Background: an optimization exercise with open tools, aiming at small area, a short achievable clock period and few clock cycles per item. Do not read the settings as production practice.
Only the layout flow was run in this run; the RTL was not checked for function there.
Power is estimated from default activity; no workload was simulated.

==> flow/design.v <==
package conv1d_pkg;
  localparam int ADDR_W   = 7;
  localparam int DATA_W   = 32;
  localparam int SAMPLE_W = 8;
  localparam int NUM_TAPS = 4;
  localparam int COUNT_W  = 7;
  localparam int SUM_W    = 18;
  localparam logic [7:0] REG_CTRL   = 8'h00;
  localparam logic [7:0] REG_STATUS = 8'h04;
  localparam logic [7:0] REG_TAPS   = 8'h08;
  localparam logic [7:0] REG_SRC    = 8'h0C;
  localparam logic [7:0] REG_DST    = 8'h10;
  localparam logic [7:0] REG_COUNT  = 8'h14;
endpackage
module conv1d_fa (
  input  logic a,
  input  logic b,
  input  logic c,
  output logic s,
  output logic co
);
  assign s  = a ^ b ^ c;
  assign co = (a & b) | (a & c) | (b & c);
endmodule
module conv1d_datapath (
  input  logic [7:0]    xa_i,
  input  logic [7:0]    ta_i,
  input  logic [7:0]    xb_i,
  input  logic [7:0]    tb_i,
  input  logic [17:0]   fs_n_i,
  input  logic [17:0]   fc_n_i,
  output logic [17:0]   s_n_o,
  output logic [17:0]   c_n_o
);
  logic [7:0][7:0] ppa, ppb;
  always_comb begin
    for (int i = 0; i < 8; i++) begin
      for (int k = 0; k < 8; k++) begin
        ppa[i][k] = ~(xa_i[i] & ta_i[k]);
        ppb[i][k] = ~(xb_i[i] & tb_i[k]);
      end
    end
  end
  logic s0, c0, s1, c1, s2, c2, s3, c3;
  logic s4, c4, s5, c5, s6, c6, s7, c7;
  logic s8, c8, s9, c9, s10, c10, s11, c11;
  logic s12, c12, s13, c13, s14, c14, s15, c15;
  logic s16, c16, s17, c17, s18, c18, s19, c19;
  logic s20, c20, s21, c21, s22, c22, s23, c23;
  logic s24, c24, s25, c25, s26, c26, s27, c27;
  logic s28, c28, s29, c29, s30, c30, s31, c31;
  logic s32, c32, s33, c33, s34, c34, s35, c35;
  logic s36, c36, s37, c37, s38, c38, s39, c39;
  logic s40, c40, s41, c41, s42, c42, s43, c43;
  logic s44, c44, s45, c45, s46, c46, s47, c47;
  logic s48, c48, s49, c49, s50, c50, s51, c51;
  logic s52, c52, s53, c53, s54, c54, s55, c55;
  logic s56, c56, s57, c57, s58, c58, s59, c59;
  logic s60, c60, s61, c61, s62, c62, s63, c63;
  logic s64, c64, s65, c65, s66, c66, s67, c67;
  logic s68, c68, s69, c69, s70, c70, s71, c71;
  logic s72, c72, s73, c73, s74, c74, s75, c75;
  logic s76, c76, s77, c77, s78, c78, s79, c79;
  logic s80, c80, s81, c81, s82, c82, s83, c83;
  logic s84, c84, s85, c85, s86, c86, s87, c87;
  logic s88, c88, s89, c89, s90, c90, s91, c91;
  logic s92, c92, s93, c93, s94, c94, s95, c95;
  logic s96, c96, s97, c97, s98, c98, s99, c99;
  logic s100, c100, s101, c101, s102, c102, s103, c103;
  logic s104, c104, s105, c105, s106, c106, s107, c107;
  logic s108, c108, s109, c109, s110, c110, s111, c111;
  logic s112, c112, s113, c113, s114, c114, s115, c115;
  logic s116, c116, s117, c117, s118, c118, s119, c119;
  logic s120, c120, s121, c121, s122, c122, s123, c123;
  logic s124, c124, s125, c125, s126, c126, s127, c127;
  logic s128, c128, s129, c129, s130, c130, s131, c131;
  logic s132, c132, s133, c133, s134, c134, s135, c135;
  logic s136, c136;
  conv1d_fa u_fa1 (.a(fs_n_i[5]), .b(fc_n_i[5]), .c(ppa[0][5]), .s(s0), .co(c0));
  conv1d_fa u_fa2 (.a(fs_n_i[6]), .b(fc_n_i[6]), .c(ppa[0][6]), .s(s1), .co(c1));
  conv1d_fa u_fa3 (.a(ppb[0][6]), .b(ppa[1][5]), .c(ppb[1][5]), .s(s2), .co(c2));
  conv1d_fa u_fa4 (.a(fs_n_i[7]), .b(fc_n_i[7]), .c(ppa[0][7]), .s(s3), .co(c3));
  conv1d_fa u_fa5 (.a(ppb[0][7]), .b(ppa[1][6]), .c(ppb[1][6]), .s(s4), .co(c4));
  conv1d_fa u_fa6 (.a(ppa[2][5]), .b(ppb[2][5]), .c(ppa[3][4]), .s(s5), .co(c5));
  conv1d_fa u_fa7 (.a(ppb[3][4]), .b(ppa[4][3]), .c(ppb[4][3]), .s(s6), .co(c6));
  conv1d_fa u_fa8 (.a(fs_n_i[8]), .b(fc_n_i[8]), .c(ppa[1][7]), .s(s7), .co(c7));
  conv1d_fa u_fa9 (.a(ppb[1][7]), .b(ppa[2][6]), .c(ppb[2][6]), .s(s8), .co(c8));
  conv1d_fa u_fa10 (.a(ppa[3][5]), .b(ppb[3][5]), .c(ppa[4][4]), .s(s9), .co(c9));
  conv1d_fa u_fa11 (.a(ppb[4][4]), .b(ppa[5][3]), .c(ppb[5][3]), .s(s10), .co(c10));
  conv1d_fa u_fa12 (.a(fs_n_i[9]), .b(fc_n_i[9]), .c(ppa[2][7]), .s(s11), .co(c11));
  conv1d_fa u_fa13 (.a(ppb[2][7]), .b(ppa[3][6]), .c(ppb[3][6]), .s(s12), .co(c12));
  conv1d_fa u_fa14 (.a(ppa[4][5]), .b(ppb[4][5]), .c(ppa[5][4]), .s(s13), .co(c13));
  conv1d_fa u_fa15 (.a(fs_n_i[10]), .b(fc_n_i[10]), .c(ppa[3][7]), .s(s14), .co(c14));
  conv1d_fa u_fa16 (.a(fs_n_i[3]), .b(fc_n_i[3]), .c(ppa[0][3]), .s(s15), .co(c15));
  conv1d_fa u_fa17 (.a(fs_n_i[4]), .b(fc_n_i[4]), .c(ppa[0][4]), .s(s16), .co(c16));
  conv1d_fa u_fa18 (.a(ppb[0][4]), .b(ppa[1][3]), .c(ppb[1][3]), .s(s17), .co(c17));
  conv1d_fa u_fa19 (.a(ppb[0][5]), .b(ppa[1][4]), .c(ppb[1][4]), .s(s18), .co(c18));
  conv1d_fa u_fa20 (.a(ppa[2][3]), .b(ppb[2][3]), .c(ppa[3][2]), .s(s19), .co(c19));
  conv1d_fa u_fa21 (.a(ppb[3][2]), .b(ppa[4][1]), .c(ppb[4][1]), .s(s20), .co(c20));
  conv1d_fa u_fa22 (.a(ppa[2][4]), .b(ppb[2][4]), .c(ppa[3][3]), .s(s21), .co(c21));
  conv1d_fa u_fa23 (.a(ppb[3][3]), .b(ppa[4][2]), .c(ppb[4][2]), .s(s22), .co(c22));
  conv1d_fa u_fa24 (.a(ppa[5][1]), .b(ppb[5][1]), .c(ppa[6][0]), .s(s23), .co(c23));
  conv1d_fa u_fa25 (.a(ppb[6][0]), .b(c0), .c(s1), .s(s24), .co(c24));
  conv1d_fa u_fa26 (.a(ppa[5][2]), .b(ppb[5][2]), .c(ppa[6][1]), .s(s25), .co(c25));
  conv1d_fa u_fa27 (.a(ppb[6][1]), .b(ppa[7][0]), .c(ppb[7][0]), .s(s26), .co(c26));
  conv1d_fa u_fa28 (.a(c1), .b(c2), .c(s3), .s(s27), .co(c27));
  conv1d_fa u_fa29 (.a(s4), .b(s5), .c(s6), .s(s28), .co(c28));
  conv1d_fa u_fa30 (.a(ppa[6][2]), .b(ppb[6][2]), .c(ppa[7][1]), .s(s29), .co(c29));
  conv1d_fa u_fa31 (.a(ppb[7][1]), .b(c3), .c(c4), .s(s30), .co(c30));
  conv1d_fa u_fa32 (.a(c5), .b(c6), .c(s7), .s(s31), .co(c31));
  conv1d_fa u_fa33 (.a(s8), .b(s9), .c(s10), .s(s32), .co(c32));
  conv1d_fa u_fa34 (.a(ppb[5][4]), .b(ppa[6][3]), .c(ppb[6][3]), .s(s33), .co(c33));
  conv1d_fa u_fa35 (.a(ppa[7][2]), .b(ppb[7][2]), .c(c7), .s(s34), .co(c34));
  conv1d_fa u_fa36 (.a(c8), .b(c9), .c(c10), .s(s35), .co(c35));
  conv1d_fa u_fa37 (.a(s11), .b(s12), .c(s13), .s(s36), .co(c36));
  conv1d_fa u_fa38 (.a(ppb[3][7]), .b(ppa[4][6]), .c(ppb[4][6]), .s(s37), .co(c37));
  conv1d_fa u_fa39 (.a(ppa[5][5]), .b(ppb[5][5]), .c(ppa[6][4]), .s(s38), .co(c38));
  conv1d_fa u_fa40 (.a(ppb[6][4]), .b(ppa[7][3]), .c(ppb[7][3]), .s(s39), .co(c39));
  conv1d_fa u_fa41 (.a(c11), .b(c12), .c(c13), .s(s40), .co(c40));
  conv1d_fa u_fa42 (.a(fs_n_i[11]), .b(fc_n_i[11]), .c(ppa[4][7]), .s(s41), .co(c41));
  conv1d_fa u_fa43 (.a(ppb[4][7]), .b(ppa[5][6]), .c(ppb[5][6]), .s(s42), .co(c42));
  conv1d_fa u_fa44 (.a(ppa[6][5]), .b(ppb[6][5]), .c(ppa[7][4]), .s(s43), .co(c43));
  conv1d_fa u_fa45 (.a(fs_n_i[12]), .b(fc_n_i[12]), .c(ppa[5][7]), .s(s44), .co(c44));
  conv1d_fa u_fa46 (.a(fs_n_i[2]), .b(fc_n_i[2]), .c(ppa[0][2]), .s(s45), .co(c45));
  conv1d_fa u_fa47 (.a(ppb[0][3]), .b(ppa[1][2]), .c(ppb[1][2]), .s(s46), .co(c46));
  conv1d_fa u_fa48 (.a(ppa[2][1]), .b(ppb[2][1]), .c(ppa[3][0]), .s(s47), .co(c47));
  conv1d_fa u_fa49 (.a(ppa[2][2]), .b(ppb[2][2]), .c(ppa[3][1]), .s(s48), .co(c48));
  conv1d_fa u_fa50 (.a(ppb[3][1]), .b(ppa[4][0]), .c(ppb[4][0]), .s(s49), .co(c49));
  conv1d_fa u_fa51 (.a(c15), .b(s16), .c(s17), .s(s50), .co(c50));
  conv1d_fa u_fa52 (.a(ppa[5][0]), .b(ppb[5][0]), .c(c16), .s(s51), .co(c51));
  conv1d_fa u_fa53 (.a(c17), .b(s18), .c(s19), .s(s52), .co(c52));
  conv1d_fa u_fa54 (.a(s20), .b(s0), .c(1'b1), .s(s53), .co(c53));
  conv1d_fa u_fa55 (.a(c18), .b(c19), .c(c20), .s(s54), .co(c54));
  conv1d_fa u_fa56 (.a(s21), .b(s22), .c(s23), .s(s55), .co(c55));
  conv1d_fa u_fa57 (.a(s2), .b(s24), .c(1'b1), .s(s56), .co(c56));
  conv1d_fa u_fa58 (.a(c21), .b(c22), .c(c23), .s(s57), .co(c57));
  conv1d_fa u_fa59 (.a(s25), .b(s26), .c(c24), .s(s58), .co(c58));
  conv1d_fa u_fa60 (.a(s27), .b(s28), .c(1'b1), .s(s59), .co(c59));
  conv1d_fa u_fa61 (.a(c25), .b(c26), .c(s29), .s(s60), .co(c60));
  conv1d_fa u_fa62 (.a(c27), .b(c28), .c(s30), .s(s61), .co(c61));
  conv1d_fa u_fa63 (.a(s31), .b(s32), .c(1'b1), .s(s62), .co(c62));
  conv1d_fa u_fa64 (.a(c29), .b(s33), .c(c30), .s(s63), .co(c63));
  conv1d_fa u_fa65 (.a(c31), .b(c32), .c(s34), .s(s64), .co(c64));
  conv1d_fa u_fa66 (.a(s35), .b(s36), .c(1'b1), .s(s65), .co(c65));
  conv1d_fa u_fa67 (.a(c33), .b(s37), .c(s38), .s(s66), .co(c66));
  conv1d_fa u_fa68 (.a(s39), .b(s14), .c(c34), .s(s67), .co(c67));
  conv1d_fa u_fa69 (.a(c35), .b(c36), .c(s40), .s(s68), .co(c68));
  conv1d_fa u_fa70 (.a(ppb[7][4]), .b(c37), .c(c38), .s(s69), .co(c69));
  conv1d_fa u_fa71 (.a(c39), .b(c14), .c(s41), .s(s70), .co(c70));
  conv1d_fa u_fa72 (.a(s42), .b(s43), .c(c40), .s(s71), .co(c71));
  conv1d_fa u_fa73 (.a(ppb[5][7]), .b(ppa[6][6]), .c(ppb[6][6]), .s(s72), .co(c72));
  conv1d_fa u_fa74 (.a(ppa[7][5]), .b(ppb[7][5]), .c(c41), .s(s73), .co(c73));
  conv1d_fa u_fa75 (.a(c42), .b(c43), .c(s44), .s(s74), .co(c74));
  conv1d_fa u_fa76 (.a(fs_n_i[13]), .b(fc_n_i[13]), .c(ppa[6][7]), .s(s75), .co(c75));
  conv1d_fa u_fa77 (.a(ppb[6][7]), .b(ppa[7][6]), .c(ppb[7][6]), .s(s76), .co(c76));
  conv1d_fa u_fa78 (.a(fs_n_i[1]), .b(fc_n_i[1]), .c(ppa[0][1]), .s(s77), .co(c77));
  conv1d_fa u_fa79 (.a(ppb[0][2]), .b(ppa[1][1]), .c(ppb[1][1]), .s(s78), .co(c78));
  conv1d_fa u_fa80 (.a(ppa[2][0]), .b(ppb[2][0]), .c(s45), .s(s79), .co(c79));
  conv1d_fa u_fa81 (.a(ppb[3][0]), .b(c45), .c(s46), .s(s80), .co(c80));
  conv1d_fa u_fa82 (.a(s47), .b(s15), .c(1'b1), .s(s81), .co(c81));
  conv1d_fa u_fa83 (.a(c46), .b(c47), .c(s48), .s(s82), .co(c82));
  conv1d_fa u_fa84 (.a(s49), .b(s50), .c(1'b1), .s(s83), .co(c83));
  conv1d_fa u_fa85 (.a(c48), .b(c49), .c(c50), .s(s84), .co(c84));
  conv1d_fa u_fa86 (.a(s51), .b(s52), .c(s53), .s(s85), .co(c85));
  conv1d_fa u_fa87 (.a(c51), .b(c52), .c(c53), .s(s86), .co(c86));
  conv1d_fa u_fa88 (.a(s54), .b(s55), .c(s56), .s(s87), .co(c87));
  conv1d_fa u_fa89 (.a(c54), .b(c55), .c(s57), .s(s88), .co(c88));
  conv1d_fa u_fa90 (.a(c56), .b(s58), .c(s59), .s(s89), .co(c89));
  conv1d_fa u_fa91 (.a(c57), .b(s60), .c(c58), .s(s90), .co(c90));
  conv1d_fa u_fa92 (.a(c59), .b(s61), .c(s62), .s(s91), .co(c91));
  conv1d_fa u_fa93 (.a(c60), .b(c61), .c(s63), .s(s92), .co(c92));
  conv1d_fa u_fa94 (.a(c62), .b(s64), .c(s65), .s(s93), .co(c93));
  conv1d_fa u_fa95 (.a(s66), .b(c63), .c(c64), .s(s94), .co(c94));
  conv1d_fa u_fa96 (.a(s67), .b(c65), .c(s68), .s(s95), .co(c95));
  conv1d_fa u_fa97 (.a(c66), .b(s69), .c(s70), .s(s96), .co(c96));
  conv1d_fa u_fa98 (.a(c67), .b(c68), .c(s71), .s(s97), .co(c97));
  conv1d_fa u_fa99 (.a(s72), .b(c69), .c(c70), .s(s98), .co(c98));
  conv1d_fa u_fa100 (.a(s73), .b(s74), .c(c71), .s(s99), .co(c99));
  conv1d_fa u_fa101 (.a(c72), .b(c44), .c(s75), .s(s100), .co(c100));
  conv1d_fa u_fa102 (.a(s76), .b(c73), .c(c74), .s(s101), .co(c101));
  conv1d_fa u_fa103 (.a(fs_n_i[14]), .b(fc_n_i[14]), .c(ppa[7][7]), .s(s102), .co(c102));
  conv1d_fa u_fa104 (.a(ppb[7][7]), .b(c75), .c(c76), .s(s103), .co(c103));
  conv1d_fa u_fa105 (.a(fs_n_i[0]), .b(fc_n_i[0]), .c(ppa[0][0]), .s(s104), .co(c104));
  conv1d_fa u_fa106 (.a(ppb[0][1]), .b(ppa[1][0]), .c(ppb[1][0]), .s(s105), .co(c105));
  conv1d_fa u_fa107 (.a(c77), .b(s78), .c(s79), .s(s106), .co(c106));
  conv1d_fa u_fa108 (.a(c78), .b(c79), .c(s80), .s(s107), .co(c107));
  conv1d_fa u_fa109 (.a(c80), .b(c81), .c(s82), .s(s108), .co(c108));
  conv1d_fa u_fa110 (.a(c82), .b(c83), .c(s84), .s(s109), .co(c109));
  conv1d_fa u_fa111 (.a(c84), .b(c85), .c(s86), .s(s110), .co(c110));
  conv1d_fa u_fa112 (.a(c86), .b(s88), .c(c87), .s(s111), .co(c111));
  conv1d_fa u_fa113 (.a(c88), .b(s90), .c(c89), .s(s112), .co(c112));
  conv1d_fa u_fa114 (.a(c90), .b(s92), .c(c91), .s(s113), .co(c113));
  conv1d_fa u_fa115 (.a(c92), .b(s94), .c(c93), .s(s114), .co(c114));
  conv1d_fa u_fa116 (.a(s96), .b(c94), .c(c95), .s(s115), .co(c115));
  conv1d_fa u_fa117 (.a(c96), .b(s98), .c(c97), .s(s116), .co(c116));
  conv1d_fa u_fa118 (.a(s100), .b(c98), .c(s101), .s(s117), .co(c117));
  conv1d_fa u_fa119 (.a(s102), .b(c100), .c(s103), .s(s118), .co(c118));
  conv1d_fa u_fa120 (.a(fs_n_i[15]), .b(fc_n_i[15]), .c(c102), .s(s119), .co(c119));
  conv1d_fa u_fa121 (.a(c104), .b(s105), .c(s77), .s(s120), .co(c120));
  conv1d_fa u_fa122 (.a(c105), .b(s106), .c(1'b1), .s(s121), .co(c121));
  conv1d_fa u_fa123 (.a(s81), .b(c106), .c(s107), .s(s122), .co(c122));
  conv1d_fa u_fa124 (.a(c107), .b(s108), .c(s83), .s(s123), .co(c123));
  conv1d_fa u_fa125 (.a(c108), .b(s85), .c(s109), .s(s124), .co(c124));
  conv1d_fa u_fa126 (.a(c109), .b(s110), .c(s87), .s(s125), .co(c125));
  conv1d_fa u_fa127 (.a(c110), .b(s89), .c(s111), .s(s126), .co(c126));
  conv1d_fa u_fa128 (.a(s91), .b(c111), .c(s112), .s(s127), .co(c127));
  conv1d_fa u_fa129 (.a(s93), .b(c112), .c(s113), .s(s128), .co(c128));
  conv1d_fa u_fa130 (.a(s95), .b(c113), .c(s114), .s(s129), .co(c129));
  conv1d_fa u_fa131 (.a(s97), .b(c114), .c(s115), .s(s130), .co(c130));
  conv1d_fa u_fa132 (.a(s99), .b(c115), .c(s116), .s(s131), .co(c131));
  conv1d_fa u_fa133 (.a(c99), .b(s117), .c(c116), .s(s132), .co(c132));
  conv1d_fa u_fa134 (.a(c101), .b(s118), .c(c117), .s(s133), .co(c133));
  conv1d_fa u_fa135 (.a(c103), .b(s119), .c(c118), .s(s134), .co(c134));
  conv1d_fa u_fa136 (.a(fs_n_i[16]), .b(fc_n_i[16]), .c(c119), .s(s135), .co(c135));
  conv1d_fa u_fa137 (.a(fs_n_i[17]), .b(fc_n_i[17]), .c(1'b1), .s(s136), .co(c136));
  assign s_n_o[0] = ppb[0][0];
  assign c_n_o[0] = s104;
  assign s_n_o[1] = s120;
  assign c_n_o[1] = 1'b1;
  assign s_n_o[2] = c120;
  assign c_n_o[2] = s121;
  assign s_n_o[3] = c121;
  assign c_n_o[3] = s122;
  assign s_n_o[4] = c122;
  assign c_n_o[4] = s123;
  assign s_n_o[5] = c123;
  assign c_n_o[5] = s124;
  assign s_n_o[6] = c124;
  assign c_n_o[6] = s125;
  assign s_n_o[7] = c125;
  assign c_n_o[7] = s126;
  assign s_n_o[8] = c126;
  assign c_n_o[8] = s127;
  assign s_n_o[9] = c127;
  assign c_n_o[9] = s128;
  assign s_n_o[10] = c128;
  assign c_n_o[10] = s129;
  assign s_n_o[11] = c129;
  assign c_n_o[11] = s130;
  assign s_n_o[12] = c130;
  assign c_n_o[12] = s131;
  assign s_n_o[13] = c131;
  assign c_n_o[13] = s132;
  assign s_n_o[14] = s133;
  assign c_n_o[14] = c132;
  assign s_n_o[15] = s134;
  assign c_n_o[15] = c133;
  assign s_n_o[16] = s135;
  assign c_n_o[16] = c134;
  assign s_n_o[17] = s136;
  assign c_n_o[17] = c135;
endmodule
`timescale 1ns/1ps
module conv1d_top (
  input  logic        clk,
  input  logic        rst_n,
  input  logic        psel_i,
  input  logic        penable_i,
  input  logic        pwrite_i,
  input  logic [7:0]  paddr_i,
  input  logic [31:0] pwdata_i,
  output logic [31:0] prdata_o,
  output logic        pready_o,
  output logic        pslverr_o,
  output logic        mem_req_o,
  output logic        mem_we_o,
  output logic [6:0]  mem_addr_o,
  output logic [31:0] mem_wdata_o,
  input  logic [31:0] mem_rdata_i,
  output logic        done_o
);
  localparam int SW = conv1d_pkg::SUM_W;
  logic sel_ctrl_q, sel_stat_q, sel_taps_q, sel_src_q, sel_dst_q, sel_cnt_q, bad_q;
  always_ff @(posedge clk) begin
    sel_ctrl_q <= (paddr_i == conv1d_pkg::REG_CTRL);
    sel_stat_q <= (paddr_i == conv1d_pkg::REG_STATUS);
    sel_taps_q <= (paddr_i == conv1d_pkg::REG_TAPS);
    sel_src_q  <= (paddr_i == conv1d_pkg::REG_SRC);
    sel_dst_q  <= (paddr_i == conv1d_pkg::REG_DST);
    sel_cnt_q  <= (paddr_i == conv1d_pkg::REG_COUNT);
    bad_q      <= !(paddr_i == conv1d_pkg::REG_CTRL  || paddr_i == conv1d_pkg::REG_STATUS ||
                    paddr_i == conv1d_pkg::REG_TAPS  || paddr_i == conv1d_pkg::REG_SRC ||
                    paddr_i == conv1d_pkg::REG_DST   || paddr_i == conv1d_pkg::REG_COUNT);
  end
  logic wr;
  assign wr        = psel_i & penable_i & pwrite_i;
  assign pready_o  = 1'b1;
  assign pslverr_o = bad_q;
  logic [31:0] taps_q;
  logic [6:0]  src_q, dst_q, cnt_q;
  always_ff @(posedge clk or posedge rst_n) begin
    if (rst_n) begin
      taps_q <= '0;
      src_q  <= '0;
      dst_q  <= '0;
      cnt_q  <= '0;
    end else begin
      if (wr && sel_taps_q) taps_q <= pwdata_i;
      if (wr && sel_src_q)  src_q  <= pwdata_i[6:0];
      if (wr && sel_dst_q)  dst_q  <= pwdata_i[6:0];
      if (wr && sel_cnt_q)  cnt_q  <= pwdata_i[6:0];
    end
  end
  logic       run_q;      
  logic       done_q;
  logic       req_q, we_q;
  logic       ph_q;       
  logic [1:0] fs_q;       
  logic [6:0] wl_q;       
  logic [6:0] rdp_q, wrp_q;
  logic       rv_q;       
  logic start, setup_start, load;
  logic spec_q;           
  assign start       = wr & sel_ctrl_q & pwdata_i[0] & ~run_q;
  assign setup_start = psel_i & ~penable_i & pwrite_i & (paddr_i == conv1d_pkg::REG_CTRL) &
                       pwdata_i[0] & ~run_q & (cnt_q != '0);
  assign load        = setup_start | (start & ~spec_q);
  logic       rd_now, wr_now;
  logic [6:0] wl_d;
  assign rd_now = req_q & ~we_q;
  assign wr_now = req_q & we_q;
  assign wl_d   = wl_q - {6'd0, wr_now};
  logic nx_rd, nx_wr, last;
  always_comb begin
    nx_rd = 1'b0;
    nx_wr = 1'b0;
    last  = 1'b0;
    if (run_q || (start && spec_q)) begin
      if (!ph_q) begin
        nx_rd = fs_q[1] || (wl_d > ((fs_q == 2'd1) ? 7'd1 : 7'd2));
      end else if (fs_q == 2'd3) begin
        nx_rd = 1'b1;
      end else if (fs_q == 2'd0) begin
        nx_wr = 1'b1;
        last  = (wl_q == 7'd1);
      end
    end
  end
  always_ff @(posedge clk or posedge rst_n) begin
    if (rst_n) begin
      run_q  <= 1'b0;
      done_q <= 1'b0;
      req_q  <= 1'b0;
      spec_q <= 1'b0;
    end else begin
      spec_q <= setup_start;
      if (start) begin
        run_q  <= (cnt_q != '0);
        done_q <= (cnt_q == '0);
      end else if (last) begin
        run_q  <= 1'b0;
        done_q <= 1'b1;
      end
      if (load) begin
        req_q <= (cnt_q != '0);
      end else begin
        req_q <= nx_rd | nx_wr;
      end
    end
  end
  logic ph_d;
  assign ph_d = load ? 1'b0 : ~ph_q;
  always_ff @(posedge clk) ph_q <= ph_d;
  always_ff @(posedge clk) begin
    rv_q <= rd_now;
    if (load) begin
      we_q  <= 1'b0;
      fs_q  <= 2'd3;
      wl_q  <= cnt_q;
      rdp_q <= src_q;
      wrp_q <= dst_q;
    end else begin
      we_q <= nx_wr;
      if (ph_q && fs_q != 2'd0) fs_q <= fs_q - 2'd1;
      wl_q <= wl_d;
      if (rd_now) rdp_q <= rdp_q + 7'd1;
      if (wr_now) wrp_q <= wrp_q + 7'd1;
    end
  end
  assign mem_req_o  = req_q;
  assign mem_we_o   = we_q;
  assign mem_addr_o = we_q ? wrp_q : rdp_q;
  logic [7:0]    xa_q, xb_q, xc_q;
  logic [SW-1:0] acc_q;
  always_ff @(posedge clk or posedge rst_n) begin
    if (rst_n) begin
      xa_q <= '0;
      xb_q <= '0;
    end else if (rv_q) begin
      xb_q <= mem_rdata_i[7:0];
      xa_q <= xc_q;
    end
  end
  always_ff @(posedge clk) begin
    if (rv_q) xc_q <= xb_q;
  end
  logic [7:0]    ta_q, tb_q;
  always_ff @(posedge clk) begin
    ta_q <= ph_q ? taps_q[7:0]   : taps_q[15:8];
    tb_q <= ph_q ? taps_q[23:16] : taps_q[31:24];
  end
  logic [SW-1:0] s_n_q, c_n_q, s_n_d, c_n_d;
  conv1d_datapath u_dp (
    .xa_i   (xa_q),
    .ta_i   (ta_q),
    .xb_i   (xb_q),
    .tb_i   (tb_q),
    .fs_n_i (s_n_q | {SW{~ph_q}}),
    .fc_n_i (c_n_q | {SW{~ph_q}}),
    .s_n_o  (s_n_d),
    .c_n_o  (c_n_d)
  );
  always_ff @(posedge clk) begin
    s_n_q <= s_n_d;
    c_n_q <= c_n_d;
  end
  logic [SW-1:0] res_q;
  always_ff @(posedge clk) begin
    if (!ph_q) res_q <= ~(s_n_q + c_n_q + SW'(1));
  end
  assign mem_wdata_o = {{(32-SW){1'b0}}, res_q};
  always_comb begin
    prdata_o = '0;
    prdata_o |= {32{sel_taps_q}} & taps_q;
    prdata_o[6:0] |= ({7{sel_src_q}} & src_q) | ({7{sel_dst_q}} & dst_q) | ({7{sel_cnt_q}} & cnt_q);
    prdata_o[1:0] |= {2{sel_stat_q}} & {done_q, run_q};
  end
  assign done_o = done_q;
endmodule
==> flow/flow/run.sh <==
#!/bin/bash
# Standard layout, with the smallest plain buffer on the ports and the
# adder trees mapped by ABC instead of onto full-adder cells.
set -euo pipefail
export BUFFER_PORTS_ARGS="-buffer_cell sky130_fd_sc_hd__buf_1"
export ADDER_MAP_FILE=""
bash standard.sh > standard.log 2>&1
==> flow/standard.sh <==
#!/bin/bash
# synth_recipe.tcl (not shown) runs the flow's synth.tcl, then flattens the netlist and writes it again
# the make line also repeats each setting of config.mk as NAME=value (left out here)
make -C /OpenROAD-flow-scripts/flow DESIGN_CONFIG=/design/flow/config.mk WORK_HOME=/design/flow/orfs CLKGATE_MAP_FILE= SYNTH_SCRIPT=/design/flow/synth_recipe.tcl "${@:-finish}"
==> flow/config.mk <==
export PLATFORM = sky130hd
export DESIGN_NAME = conv1d_top
export DESIGN_NICKNAME = conv1d_top
export VERILOG_FILES = /design/flow/design.v
export SDC_FILE = /design/flow/constraint.sdc
export NUM_CORES = 4
export LEC_CHECK = 0
export CAP_MARGIN = 20
export CORE_MARGIN = 2
export CORE_UTILIZATION = 40
export CTS_BUF_LIST = sky130_fd_sc_hd__clkbuf_4 sky130_fd_sc_hd__clkbuf_8
export CTS_CLUSTER_DIAMETER = 60
export CTS_CLUSTER_SIZE = 30
export SETUP_SLACK_MARGIN = 4.5
export SLEW_MARGIN = 20
export SYNTH_HIERARCHICAL = 1
export SYNTH_MINIMUM_KEEP_SIZE = 0
==> flow/constraint.sdc <==
create_clock -name core_clock -period 8.0 [get_ports {clk}]
set_input_delay 1.6000 -clock core_clock [delete_from_list [all_inputs] [get_ports {clk}]]
set_output_delay 1.6000 -clock core_clock [all_outputs]
set_load 0.01 [all_outputs]
==> summary.txt <==
Power and ir drop
  – Sw Share: 0.272
  – Cell-internal power: between 1000 and 1500 uW
  – Static leakage: 0.00645 uW
  – Sw power: 493 uW
  – Clock power share: 0.373
  – VDD IR max: ~130 uV
  – Total power per unit cell area: around 130 nW/um^2
  – Seq pwr share: 0.551
  – Comb pwr share: 0.075

Setup path
  – CP startpoint kind: flop
  – Reg2reg end: c_n_q[11]
  – Critical path endpoint category: flop
  – Reg2reg start: tb_q[6]
  – Worst Path Required: ~8.4 ns
  – Worst Path Max Fanout: 8
  – Crit Path Category: reg2reg
  – Flop2flop setup slack: 4.56 ns
  – Worst reg-to-reg path cell count: 7
  – Crit path DAT: approximately 3.8 ns

Detailed routing
  – Routed len/inst: 18.0 um
  – Total Wirelength: 29.6 mm
  – Drt pass-1 iters: 4
  – DRC errors left: 0
  – Vias per inst: between 5 and 6
  – Final antenna-violating net count: 0
  – Starting DRT DRC Count: about 400
  – Vias after detailed routing: between 8,000 and 9,000

Final layout
  – Layout cell share with drive strength beyond 1: 0.140
  – Layout Nets: between 1,000 and 1,500
  – Area growth, synth to finish: 5.73%
  – Post-route cell area: 14,400 um^2
  – Layout Cells excl Fill: between 1,500 and 2,000

Place
  – Post-Place Cell Area: between 10,000 and 15,000 um^2
  – Dpl ws: 4.06 ns
  – GPL Wtd Cong: 0.805
  – Cell Count Post-Placement: about 1,600
  – Post-DP HPWL: between 20 and 25 mm
  – Port Buf Inserts: 113

STA
  – Post-route setup slack: ~4.6 ns
  – Final worst-path cycle share: 0.431
  – Final Max Tran Viols: 0
  – RSZ-0062 raised after global routing: yes
  – Tmin final: between 3 and 4 ns
  – Final Hold Vio Count: 0
  – Worst-Margin Slew: around 1 ns
  – Clock Skews: about 0.025 ns
  – Worst slew margin relative to its limit: 0.336
  – Setup TNS: 0 ns
  – Setup-failing EPs final: 0
  – Max Freq: about 290 MHz

Clock tree
  – Total CTS buffers: 17
  – CTS Root Cell: clkbuf_8
  – Clock-pin slew on the worst setup and hold paths: around 0.11 ns
  – CTS max path bufs: 2
  – CTS tree: done
  – CTS Sinks: approximately 180
  – Htree depth: 4
  – Clock network latency to the later pin of the worst-skew pair: roughly 0.50 ns

Logic synthesis
  – Cells after synthesis: ~1,100
  – Post-Syn Area per Cell: 12.0 um^2
  – Yosys warns: 8
  – Cell Area, Synth: between 10,000 and 15,000 um^2

Global route
  – Wire length of the first global-routing pass: approximately 47 mm
  – Initial antenna violation count: 2
  – GRT overflow: 0
  – Total track usage: 0.170
  – Vias in the first global route: between 8,000 and 9,000
  – Largest net degree at the start of global routing: 74

Floorplan
  – IO Count: ~150
  – Die ar.: 35,500 um^2
  – Initial Utilization: 0.406
  – Die H: between 150 and 200 um
  – Chip Width: 188 um
  – Core Area: around 34,000 um^2
  – Row count: 67

Status
  – Status: finished clean

Min path
  – Hold Path Depth: 1
  – End of the worst hold path: xa_q[0]
  – Hold Crit Class: reg2reg
  – Hold_sp: xc_q[0]

Job
  – Max Cap Violations: 0
==> final cells by class <==
type                    count  area [um^2]
repair buffers            120          542
clock buffers              18          241
diodes                      1         2.50
flip-flops and latches    184         4470
inverters                  10         38.8
fillers                  3277        19100
well taps                 448          561
multi-input cells         850         8360
clock inverters            14          178
==> worst max-delay path by stage <==
stage	startpoint	to	slack [ns]	cells after the start
after floorplan	paddr_i[7]	wrp_q[0]	4.50	8
after global placement	ph_q	s_n_q[10]	4.10	8
after detailed placement	ph_q	s_n_q[10]	4.06	8
after CTS	xb_q[2]	c_n_q[11]	4.51	7
after global routing	ta_q[6]	c_n_q[11]	4.48	7
final	tb_q[6]	c_n_q[11]	4.56	7
==> sequential cells by signal, summed over array words and instances (netlist names), 8 cells and up <==
register  count
taps_q       32
res_q        18
xc_q          8
xb_q          8
c_n_q        18
ta_q          8
s_n_q        18
tb_q          8
xa_q          8
==> critical path: stages (launching register included) <==
cell     delay, ns
dfxtp_1       0.62
nand2_1       0.17
maj3_1        0.43
xor3_1        0.42
xor3_1        0.41
maj3_1        0.43
maj3_1        0.43
xor3_1        0.40
==> power by group through the flow <==
stage	combinational (uW)	sequential (uW)	clock (uW)
after floorplan	117	1020	0
after global placement	136	1020	0
after detailed placement	137	1020	0
after CTS	138	1000	703
after global routing	150	1000	738
final	136	1000	677
==> what timing repair did <==
| action | 4_1_cts | 5_1_grt |
|---|---|---|
| endpoints found under the hold margin | 0 | 0 |
| gates cloned | 1 | 0 |
| gates resized for setup | 7 | 12 |
| hold buffers | 0 | 0 |
| setup endpoints to repair | 47 | 8 |
| buffers inserted | 0 | 1 |
==> stage by stage <==
step                power (uW)  hold WS (ns)  utilization
floorplan                 1140         0.454            -
global placement          1160         0.455        0.413
detailed placement        1160         0.465        0.413
CTS                       1840         0.472        0.428
global route              1890         0.494        0.429
finish                    1810         0.471        0.429
==> cells in the final DEF, fill, tap and decap left out, types with 3 or more instances in the layout <==
cell,n
and2_1,28
buf_1,113
xor3_1,137
inv_6,4
conb_1,33
clkbuf_8,17
a21oi_1,32
inv_8,3
o22ai_1,3
dfrtp_2,8
a31oi_1,7
dfrtp_1,65
clkinv_8,3
o211ai_1,3
nor2_1,37
nand2_1,164
nand3_1,6
buf_4,4
edfxtp_1,40
maj3_2,4
a22oi_1,12
o21ai_2,3
xnor2_1,26
mux2_2,93
nor3_1,10
nand2b_1,35
o21ai_0,5
and3_1,6
dfxtp_2,7
xor2_1,25
maj3_1,139
inv_1,8
dfxtp_1,63
==> metal layers <==
metal,global-route usage,vias up,wire length (um)
met2,0.283,171,14200
li1,-,4008,-
met4,0.0586,0,539
met5,0,-,0
met1,0.224,4143,13700
met3,0.0302,27,1130

-- separate check: timing with driven ports --
How much do the figures lean on ideal ports? The routed layout below was timed once more, with nothing changed but the port constraints.
Step 1 sets driving cells, clkbuf_16 on the clock port and buf_2 on the other inputs (assumed; they add their load-dependent delay and slew).
Step 2, shift: input delay + t, output delay - t, t = (earliest + latest rising clock arrival at the registers) / 2. This alone moves slack from input paths to output paths.
a / b / c = no drivers / after step 1 / after step 2; a / b = the first two.
t (ns): 0.540
slack for setup (ns): 4.555 / 4.555 / 4.145
hold slack, ns: 0.471 / 0.471 / 0.471
worst register clock-pin slew, ns: 0.13 / 0.13
After both steps setup and hold are still met in this run. The setup slack of this run moves by 0.000 ns with the drivers and by -0.410 ns with both steps.
